From an optimization exercise on the open Yosys and OpenROAD flow, aimed at small area and a short achievable clock period; shortcuts taken in it are not production practice.
The RTL was checked by simulation tests, not by an equivalence proof against the original design.
Power is estimated from default activity; no workload was simulated.

==> flow/design.v <==
module if_stage #(
    parameter int unsigned BTB_IDX_BITS = 4,
    parameter logic [31:0] RESET_PC     = 32'h0000_0000,
    parameter logic [31:0] NOP_INST     = 32'h0000_0013
) (
    input  logic        clk,
    input  logic        reset,
    input  logic        stall,
    input  logic        flush,
    input  logic [31:0] redirect_pc,
    input  logic        upd_valid,
    input  logic [31:0] upd_pc,
    input  logic        upd_taken,
    input  logic [31:0] upd_target,
    output logic [31:0] imem_addr,
    input  logic [31:0] imem_inst,
    output logic [31:0] if_id_inst,
    output logic [31:0] if_id_pc,
    output logic        if_id_valid,
    output logic        if_id_pred_taken,
    output logic [31:0] if_id_pred_target
);
    localparam int unsigned ENTRIES = 1 << BTB_IDX_BITS;
    localparam int unsigned TAG_W   = 30 - BTB_IDX_BITS;
    logic [31:0] pc_q;
    logic [31:0] inst_q;
    logic [31:0] id_pc_q;
    logic        valid_q;
    logic        pt_q;
    logic [ENTRIES-1:0]            btb_v_q;
    logic [ENTRIES-1:0][TAG_W-1:0] btb_tag_q;
    logic [ENTRIES-1:0][31:0]      btb_tgt_q;
    logic [ENTRIES-1:0][1:0]       btb_ctr_q;
    logic [BTB_IDX_BITS-1:0] idx, uidx;
    logic [ENTRIES-1:0]      lhit_e, uhit_e, usel;
    logic                    pred_taken;
    logic [31:0]             tgt_rd, pc_inc;
    logic                    unused_upd_lsb;
    assign unused_upd_lsb = ^upd_pc[1:0];
    assign idx  = pc_q[BTB_IDX_BITS+1:2];
    assign uidx = upd_pc[BTB_IDX_BITS+1:2];
    always_comb begin
        for (int e = 0; e < ENTRIES; e++) begin
            lhit_e[e] = btb_v_q[e] && btb_ctr_q[e][1] && (btb_tag_q[e] == pc_q[31:BTB_IDX_BITS+2]);
            uhit_e[e] = btb_v_q[e] && (btb_tag_q[e] == upd_pc[31:BTB_IDX_BITS+2]);
            usel[e]   = upd_valid && (uidx == e[BTB_IDX_BITS-1:0]);
        end
    end
    assign pred_taken = lhit_e[idx];
    assign tgt_rd     = btb_tgt_q[idx];
    assign pc_inc     = pc_q + 32'd4;
    logic        adv, clr;
    logic [31:0] pc_hold;
    logic [31:0] pc_tk, pc_nt;
    assign clr       = reset || flush;
    assign adv       = !clr && !stall;
    assign pc_hold   = reset ? RESET_PC : (flush ? redirect_pc : pc_q);
    assign pc_tk     = adv ? tgt_rd : pc_hold;
    assign pc_nt     = adv ? pc_inc : pc_hold;
    always_ff @(posedge clk) begin
        pc_q    <= pred_taken ? pc_tk : pc_nt;
        pt_q    <= adv ? pred_taken : (!clr && pt_q);
        if (clr) begin
            inst_q  <= NOP_INST;
            id_pc_q <= 32'd0;
            valid_q <= 1'b0;
        end else if (!stall) begin
            inst_q  <= imem_inst;
            id_pc_q <= pc_q;
            valid_q <= 1'b1;
        end
    end
    always_ff @(posedge clk) begin
        for (int e = 0; e < ENTRIES; e++) begin
            if (reset)
                btb_v_q[e] <= 1'b0;
            else if (usel[e] && upd_taken)
                btb_v_q[e] <= 1'b1;
        end
    end
    always_ff @(posedge clk) begin
        for (int e = 0; e < ENTRIES; e++) begin
            if (usel[e] && upd_taken) begin
                btb_tag_q[e] <= upd_pc[31:BTB_IDX_BITS+2];
                btb_tgt_q[e] <= upd_target;
            end
            if (usel[e]) begin
                if (uhit_e[e]) begin
                    if (upd_taken) begin
                        if (btb_ctr_q[e] != 2'd3) btb_ctr_q[e] <= btb_ctr_q[e] + 2'd1;
                    end else begin
                        if (btb_ctr_q[e] != 2'd0) btb_ctr_q[e] <= btb_ctr_q[e] - 2'd1;
                    end
                end else if (upd_taken) begin
                    btb_ctr_q[e] <= 2'b10;
                end
            end
        end
    end
    assign imem_addr         = pc_q;
    assign if_id_inst        = inst_q;
    assign if_id_pc          = id_pc_q;
    assign if_id_valid       = valid_q;
    assign if_id_pred_taken  = pt_q;
    assign if_id_pred_target = valid_q ? pc_q : 32'd0;
endmodule
clock: 6.0 ns
lec_check: 0
cap_margin: 20
core_margin: 2
core_utilization: 55
setup_slack_margin: 3.2
slew_margin: 20
standard.sh (not shown) runs the stock make flow with config.mk's settings and CLKGATE_MAP_FILE= SYNTH_SCRIPT=/design/flow/synth_recipe.tcl, a recipe that flattens the netlist after the stock synthesis.
==> flow/flow/run.sh <==
#!/bin/bash
set -euo pipefail
export BUFFER_PORTS_ARGS="-buffer_cell sky130_fd_sc_hd__buf_2"
export CTS_ARGS="-sink_clustering_enable -repair_clock_nets -dont_use_dummy_load -sink_clustering_size 30 -sink_clustering_max_diameter 80"
bash standard.sh > flow_make.log 2>&1
The first run passed the timing, design-rule and antenna checks.
Rerun with:
--- a/flow/design.v
+++ b/flow/design.v
@@ -25,10 +25,11 @@
     logic [31:0] pc_q;
     logic [31:0] inst_q;
     logic [31:0] id_pc_q;
     logic        valid_q;
     logic        pt_q;
+    logic [31:0] ptgt_q;
     logic [ENTRIES-1:0]            btb_v_q;
     logic [ENTRIES-1:0][TAG_W-1:0] btb_tag_q;
     logic [ENTRIES-1:0][31:0]      btb_tgt_q;
     logic [ENTRIES-1:0][1:0]       btb_ctr_q;
     logic [BTB_IDX_BITS-1:0] idx, uidx;
@@ -48,19 +49,23 @@
     end
     assign pred_taken = lhit_e[idx];
     assign tgt_rd     = btb_tgt_q[idx];
     assign pc_inc     = pc_q + 32'd4;
     logic        adv, clr;
-    logic [31:0] pc_hold;
-    logic [31:0] pc_tk, pc_nt;
+    logic [31:0] pc_hold, ptgt_hold;
+    logic [31:0] pc_tk, pc_nt, ptgt_tk, ptgt_nt;
     assign clr       = reset || flush;
     assign adv       = !clr && !stall;
     assign pc_hold   = reset ? RESET_PC : (flush ? redirect_pc : pc_q);
+    assign ptgt_hold = clr ? 32'd0 : ptgt_q;
     assign pc_tk     = adv ? tgt_rd : pc_hold;
     assign pc_nt     = adv ? pc_inc : pc_hold;
+    assign ptgt_tk   = adv ? tgt_rd : ptgt_hold;
+    assign ptgt_nt   = adv ? pc_inc : ptgt_hold;
     always_ff @(posedge clk) begin
         pc_q    <= pred_taken ? pc_tk : pc_nt;
+        ptgt_q  <= pred_taken ? ptgt_tk : ptgt_nt;
         pt_q    <= adv ? pred_taken : (!clr && pt_q);
         if (clr) begin
             inst_q  <= NOP_INST;
             id_pc_q <= 32'd0;
             valid_q <= 1'b0;
@@ -100,7 +105,7 @@
     assign imem_addr         = pc_q;
     assign if_id_inst        = inst_q;
     assign if_id_pc          = id_pc_q;
     assign if_id_valid       = valid_q;
     assign if_id_pred_taken  = pt_q;
-    assign if_id_pred_target = valid_q ? pc_q : 32'd0;
+    assign if_id_pred_target = ptgt_q;
 endmodule
Fmax fell by 4.5%.
Global-route usage rose by 0.55 points.
Combinational power fell by 15%.
Via count fell by 0.65%.
Cell area fell by 1.2%.
Sequential cell count rose by 32.
Die area barely changes.
Non-clock buffer count fell by 21.
Final cell count fell by 0.88%.
First-iteration DRC count fell by 0.76%.
Synthesized cell count fell by 1.2%.
Area after synthesis barely changes.

---

RTL: the design.v shown in full above, as it stands there.
clock: 6.0 ns
lec_check: 0
cap_margin: 20
core_margin: 2
core_utilization: 55
setup_slack_margin: 3.5
slew_margin: 20
tns_end_percent: 10
run.sh (not shown) runs the stock make flow with config.mk's settings and CLKGATE_MAP_FILE= SYNTH_SCRIPT=/design/flow/synth_recipe.tcl, a recipe that flattens the netlist after the stock synthesis.
Stock flow here: none of the scripts above is used.
The starting point produced a clean layout.
Rerun with:
--- a/flow/design.v
+++ b/flow/design.v
@@ -25,10 +25,11 @@
     logic [31:0] pc_q;
     logic [31:0] inst_q;
     logic [31:0] id_pc_q;
     logic        valid_q;
     logic        pt_q;
+    logic [31:0] ptgt_q;
     logic [ENTRIES-1:0]            btb_v_q;
     logic [ENTRIES-1:0][TAG_W-1:0] btb_tag_q;
     logic [ENTRIES-1:0][31:0]      btb_tgt_q;
     logic [ENTRIES-1:0][1:0]       btb_ctr_q;
     logic [BTB_IDX_BITS-1:0] idx, uidx;
@@ -48,19 +49,23 @@
     end
     assign pred_taken = lhit_e[idx];
     assign tgt_rd     = btb_tgt_q[idx];
     assign pc_inc     = pc_q + 32'd4;
     logic        adv, clr;
-    logic [31:0] pc_hold;
-    logic [31:0] pc_tk, pc_nt;
+    logic [31:0] pc_hold, ptgt_hold;
+    logic [31:0] pc_tk, pc_nt, ptgt_tk, ptgt_nt;
     assign clr       = reset || flush;
     assign adv       = !clr && !stall;
     assign pc_hold   = reset ? RESET_PC : (flush ? redirect_pc : pc_q);
+    assign ptgt_hold = clr ? 32'd0 : ptgt_q;
     assign pc_tk     = adv ? tgt_rd : pc_hold;
     assign pc_nt     = adv ? pc_inc : pc_hold;
+    assign ptgt_tk   = adv ? tgt_rd : ptgt_hold;
+    assign ptgt_nt   = adv ? pc_inc : ptgt_hold;
     always_ff @(posedge clk) begin
         pc_q    <= pred_taken ? pc_tk : pc_nt;
+        ptgt_q  <= pred_taken ? ptgt_tk : ptgt_nt;
         pt_q    <= adv ? pred_taken : (!clr && pt_q);
         if (clr) begin
             inst_q  <= NOP_INST;
             id_pc_q <= 32'd0;
             valid_q <= 1'b0;
@@ -100,7 +105,7 @@
     assign imem_addr         = pc_q;
     assign if_id_inst        = inst_q;
     assign if_id_pc          = id_pc_q;
     assign if_id_valid       = valid_q;
     assign if_id_pred_taken  = pt_q;
-    assign if_id_pred_target = valid_q ? pc_q : 32'd0;
+    assign if_id_pred_target = ptgt_q;
 endmodule
After rerunning: The new run went through all stages and came out clean. Combinational power decreases by about a fifth. Power decreases by a few percent. Design area goes down slightly. Non-clock buffer count is lower by 23. Setup slack degrades by 190 ps. Routed wire length fell by a few percent. Clock power shrinks slightly. Die area hardly moves. Hold slack degrades by 9.1 ps. Utilization is lower by 1.5 points. Critical path depth stays the same. First-iteration DRC count goes down by a little under a tenth. Count of clock-buffer cells in the layout rose by 8. Sequential power rose by a few percent.

---

== xenon ==
Starts from the design.v that is shown in full above.
Settings: LEC_CHECK=0, CAP_MARGIN=20, CORE_MARGIN=2, CORE_UTILIZATION=55, SETUP_SLACK_MARGIN=3.5, SLEW_MARGIN=20; clock period 6.0 ns.
standard.sh (not shown) runs the stock make flow with config.mk's settings and CLKGATE_MAP_FILE= SYNTH_SCRIPT=/design/flow/synth_recipe.tcl, a recipe that flattens the netlist after the stock synthesis.
Scripts as last shown in full above: flow/flow/run.sh
Inputs modified between xenon and onyx:
--- a/flow/design.v
+++ b/flow/design.v
@@ -22,44 +22,65 @@
 );
     localparam int unsigned ENTRIES = 1 << BTB_IDX_BITS;
     localparam int unsigned TAG_W   = 30 - BTB_IDX_BITS;
     logic [31:0] pc_q;
+    logic [ENTRIES-1:0] pc_oh_q;    
     logic [31:0] inst_q;
     logic [31:0] id_pc_q;
     logic        valid_q;
     logic        pt_q;
+    logic [31:0] ptgt_q;
     logic [ENTRIES-1:0]            btb_v_q;
     logic [ENTRIES-1:0][TAG_W-1:0] btb_tag_q;
     logic [ENTRIES-1:0][31:0]      btb_tgt_q;
     logic [ENTRIES-1:0][1:0]       btb_ctr_q;
-    logic [BTB_IDX_BITS-1:0] idx, uidx;
+    logic [BTB_IDX_BITS-1:0] uidx;
     logic [ENTRIES-1:0]      lhit_e, uhit_e, usel;
     logic                    pred_taken;
     logic [31:0]             tgt_rd, pc_inc;
     logic                    unused_upd_lsb;
     assign unused_upd_lsb = ^upd_pc[1:0];
-    assign idx  = pc_q[BTB_IDX_BITS+1:2];
     assign uidx = upd_pc[BTB_IDX_BITS+1:2];
     always_comb begin
         for (int e = 0; e < ENTRIES; e++) begin
             lhit_e[e] = btb_v_q[e] && btb_ctr_q[e][1] && (btb_tag_q[e] == pc_q[31:BTB_IDX_BITS+2]);
             uhit_e[e] = btb_v_q[e] && (btb_tag_q[e] == upd_pc[31:BTB_IDX_BITS+2]);
             usel[e]   = upd_valid && (uidx == e[BTB_IDX_BITS-1:0]);
         end
     end
-    assign pred_taken = lhit_e[idx];
-    assign tgt_rd     = btb_tgt_q[idx];
+    always_comb begin
+        tgt_rd = '0;
+        for (int e = 0; e < ENTRIES; e++)
+            tgt_rd = tgt_rd | (btb_tgt_q[e] & {32{pc_oh_q[e]}});
+    end
+    assign pred_taken = |(lhit_e & pc_oh_q);
     assign pc_inc     = pc_q + 32'd4;
     logic        adv, clr;
-    logic [31:0] pc_hold;
-    logic [31:0] pc_tk, pc_nt;
+    logic [31:0] pc_hold, ptgt_hold;
+    logic [31:0] pc_tk, pc_nt, ptgt_tk, ptgt_nt;
     assign clr       = reset || flush;
     assign adv       = !clr && !stall;
     assign pc_hold   = reset ? RESET_PC : (flush ? redirect_pc : pc_q);
+    assign ptgt_hold = clr ? 32'd0 : ptgt_q;
     assign pc_tk     = adv ? tgt_rd : pc_hold;
     assign pc_nt     = adv ? pc_inc : pc_hold;
+    assign ptgt_tk   = adv ? tgt_rd : ptgt_hold;
+    assign ptgt_nt   = adv ? pc_inc : ptgt_hold;
+    logic [ENTRIES-1:0] oh_hold, oh_tk, oh_nt, oh_inc, oh_tgt, oh_redir;
+    always_comb begin
+        oh_tgt   = '0;
+        oh_redir = '0;
+        oh_tgt[tgt_rd[BTB_IDX_BITS+1:2]]        = 1'b1;
+        oh_redir[redirect_pc[BTB_IDX_BITS+1:2]] = 1'b1;
+    end
+    assign oh_inc  = {pc_oh_q[ENTRIES-2:0], pc_oh_q[ENTRIES-1]};
+    assign oh_hold = reset ? ENTRIES'(1) << RESET_PC[BTB_IDX_BITS+1:2] : (flush ? oh_redir : pc_oh_q);
+    assign oh_tk   = adv ? oh_tgt : oh_hold;
+    assign oh_nt   = adv ? oh_inc : oh_hold;
     always_ff @(posedge clk) begin
+        pc_oh_q <= pred_taken ? oh_tk : oh_nt;
         pc_q    <= pred_taken ? pc_tk : pc_nt;
+        ptgt_q  <= pred_taken ? ptgt_tk : ptgt_nt;
         pt_q    <= adv ? pred_taken : (!clr && pt_q);
         if (clr) begin
             inst_q  <= NOP_INST;
             id_pc_q <= 32'd0;
@@ -101,6 +122,6 @@
     assign if_id_inst        = inst_q;
     assign if_id_pc          = id_pc_q;
     assign if_id_valid       = valid_q;
     assign if_id_pred_taken  = pt_q;
-    assign if_id_pred_target = valid_q ? pc_q : 32'd0;
+    assign if_id_pred_target = ptgt_q;
 endmodule
--- outcome ---
onyx has clock tree buffer count of the final layout above what xenon had.
onyx reports a lower ratio of cells with drive above 1 in the final layout than xenon does.
Relative to xenon, the worst IR drop on VDD measured on onyx has decreased by more than 10%.
The share of total power in combinational logic number comes out higher for xenon vs onyx.
From xenon to onyx the numbers moved as follows: area of all placed cells without fillers saw an increase; simple logic cell fraction of the synthesized area saw an increase.
In summary, onyx completed successfully, with a layout that passed the timing, design-rule and antenna checks.

---

// if_stage: RTL as listed in full above, without the edits since
Settings: LEC_CHECK=0, CAP_MARGIN=20, CORE_MARGIN=2, CORE_UTILIZATION=55, SETUP_SLACK_MARGIN=3.5, SLEW_MARGIN=20; clock period 6.0 ns.
run.sh (not shown) runs the stock make flow with config.mk's settings and CLKGATE_MAP_FILE= SYNTH_SCRIPT=/design/flow/synth_recipe.tcl, a recipe that flattens the netlist after the stock synthesis.
Stock flow here: none of the scripts above is used.
The baseline finished clean.
Next try:
--- a/flow/design.v
+++ b/flow/design.v
@@ -20,48 +20,69 @@
     output logic        if_id_pred_taken,
     output logic [31:0] if_id_pred_target
 );
     localparam int unsigned ENTRIES = 1 << BTB_IDX_BITS;
     localparam int unsigned TAG_W   = 30 - BTB_IDX_BITS;
     logic [31:0] pc_q;
+    logic [ENTRIES-1:0] pc_oh_q;    
     logic [31:0] inst_q;
     logic [31:0] id_pc_q;
     logic        valid_q;
     logic        pt_q;
+    logic [31:0] ptgt_q;
     logic [ENTRIES-1:0]            btb_v_q;
     logic [ENTRIES-1:0][TAG_W-1:0] btb_tag_q;
     logic [ENTRIES-1:0][31:0]      btb_tgt_q;
     logic [ENTRIES-1:0][1:0]       btb_ctr_q;
-    logic [BTB_IDX_BITS-1:0] idx, uidx;
+    logic [BTB_IDX_BITS-1:0] uidx;
     logic [ENTRIES-1:0]      lhit_e, uhit_e, usel;
     logic                    pred_taken;
     logic [31:0]             tgt_rd, pc_inc;
     logic                    unused_upd_lsb;
     assign unused_upd_lsb = ^upd_pc[1:0];
-    assign idx  = pc_q[BTB_IDX_BITS+1:2];
     assign uidx = upd_pc[BTB_IDX_BITS+1:2];
     always_comb begin
         for (int e = 0; e < ENTRIES; e++) begin
             lhit_e[e] = btb_v_q[e] && btb_ctr_q[e][1] && (btb_tag_q[e] == pc_q[31:BTB_IDX_BITS+2]);
             uhit_e[e] = btb_v_q[e] && (btb_tag_q[e] == upd_pc[31:BTB_IDX_BITS+2]);
             usel[e]   = upd_valid && (uidx == e[BTB_IDX_BITS-1:0]);
         end
     end
-    assign pred_taken = lhit_e[idx];
-    assign tgt_rd     = btb_tgt_q[idx];
+    always_comb begin
+        tgt_rd = '0;
+        for (int e = 0; e < ENTRIES; e++)
+            tgt_rd = tgt_rd | (btb_tgt_q[e] & {32{pc_oh_q[e]}});
+    end
+    assign pred_taken = |(lhit_e & pc_oh_q);
     assign pc_inc     = pc_q + 32'd4;
     logic        adv, clr;
-    logic [31:0] pc_hold;
-    logic [31:0] pc_tk, pc_nt;
+    logic [31:0] pc_hold, ptgt_hold;
+    logic [31:0] pc_tk, pc_nt, ptgt_tk, ptgt_nt;
     assign clr       = reset || flush;
     assign adv       = !clr && !stall;
     assign pc_hold   = reset ? RESET_PC : (flush ? redirect_pc : pc_q);
+    assign ptgt_hold = clr ? 32'd0 : ptgt_q;
     assign pc_tk     = adv ? tgt_rd : pc_hold;
     assign pc_nt     = adv ? pc_inc : pc_hold;
+    assign ptgt_tk   = adv ? tgt_rd : ptgt_hold;
+    assign ptgt_nt   = adv ? pc_inc : ptgt_hold;
+    logic [ENTRIES-1:0] oh_hold, oh_tk, oh_nt, oh_inc, oh_tgt, oh_redir;
+    always_comb begin
+        oh_tgt   = '0;
+        oh_redir = '0;
+        oh_tgt[tgt_rd[BTB_IDX_BITS+1:2]]        = 1'b1;
+        oh_redir[redirect_pc[BTB_IDX_BITS+1:2]] = 1'b1;
+    end
+    assign oh_inc  = {pc_oh_q[ENTRIES-2:0], pc_oh_q[ENTRIES-1]};
+    assign oh_hold = reset ? ENTRIES'(1) << RESET_PC[BTB_IDX_BITS+1:2] : (flush ? oh_redir : pc_oh_q);
+    assign oh_tk   = adv ? oh_tgt : oh_hold;
+    assign oh_nt   = adv ? oh_inc : oh_hold;
     always_ff @(posedge clk) begin
+        pc_oh_q <= pred_taken ? oh_tk : oh_nt;
         pc_q    <= pred_taken ? pc_tk : pc_nt;
+        ptgt_q  <= pred_taken ? ptgt_tk : ptgt_nt;
         pt_q    <= adv ? pred_taken : (!clr && pt_q);
         if (clr) begin
             inst_q  <= NOP_INST;
             id_pc_q <= 32'd0;
             valid_q <= 1'b0;
         end else if (!stall) begin
@@ -99,8 +120,8 @@
     end
     assign imem_addr         = pc_q;
     assign if_id_inst        = inst_q;
     assign if_id_pc          = id_pc_q;
     assign if_id_valid       = valid_q;
     assign if_id_pred_taken  = pt_q;
-    assign if_id_pred_target = valid_q ? pc_q : 32'd0;
+    assign if_id_pred_target = ptgt_q;
 endmodule
Clock-buffer cell count goes up by 22.
Clock power came out higher by 5.1%.
Final cell count went up by 7.5%.
Combinational power goes down by 31%.
Area after synthesis came out higher by 2.4%.
Routed wire length rises by 12%.
Design area climbs by 1.9%.
Fmax fell by 1.1%.
Non-clock buffer count came out lower by 26.
Synthesized cell count is higher by 14%.
Hold slack degrades by 0.031 ns.
Power came out lower by 1.7%.
Setup slack degrades by 0.032 ns.

## afterwards: timing with drivers on the ports
How much do the figures lean on ideal ports? The routed layouts below were timed once more, with nothing changed but the port constraints. Step 1 (the two cells are an assumption about what drives the block):
set clk [get_ports {clk}]
set_driving_cell -lib_cell sky130_fd_sc_hd__clkbuf_16 $clk
set_driving_cell -lib_cell sky130_fd_sc_hd__buf_2 [delete_from_list [all_inputs] $clk]
Step 2 times the ports against the registers' clock, not the clock port: input delays grow and output delays shrink by t, the midpoint of the rising clock arrivals with the driver on. Slacks: ideal ports / drivers / drivers and shift; pairs: ideal ports / drivers.
| run | t, ns | setup WS [ns] | worst hold slack (ns) | worst slew at a driven data input, ns | cell pins on the clock port's net |
|---|---|---|---|---|---|
| the first run of note 1 | 0.711 | 3.084 / 3.010 / 2.337 | 0.475 / 0.475 / 0.475 | 0.28 | 1 |
| the second run of note 1 | 0.708 | 2.946 / 2.946 / 2.420 | 0.453 / 0.453 / 0.453 | 0.13 | 1 |
| the first run of note 2 | 0.782 | 3.071 / 3.025 / 2.317 | 0.466 / 0.466 / 0.466 | 0.28 | 1 |
| the second run of note 2 | 0.779 | 2.885 / 2.885 / 2.293 | 0.457 / 0.457 / 0.457 | 0.28 | 1 |
| xenon | 0.722 | 3.037 / 2.971 / 2.361 | 0.496 / 0.496 / 0.496 | 0.25 | 1 |
| onyx | 0.768 | 2.999 / 2.999 / 2.390 | 0.459 / 0.459 / 0.459 | 0.26 | 1 |
| the first run of note 4 | 0.774 | 3.056 / 3.033 / 2.398 | 0.478 / 0.478 / 0.478 | 0.30 | 1 |
| the second run of note 4 | 0.805 | 3.024 / 3.024 / 2.313 | 0.447 / 0.447 / 0.447 | 0.31 | 1 |
After both steps setup and hold are still met in every run listed. For the first run of note 2, which loses most, drivers alone change the setup slack by -0.046 ns; drivers and shift together by -0.754 ns.
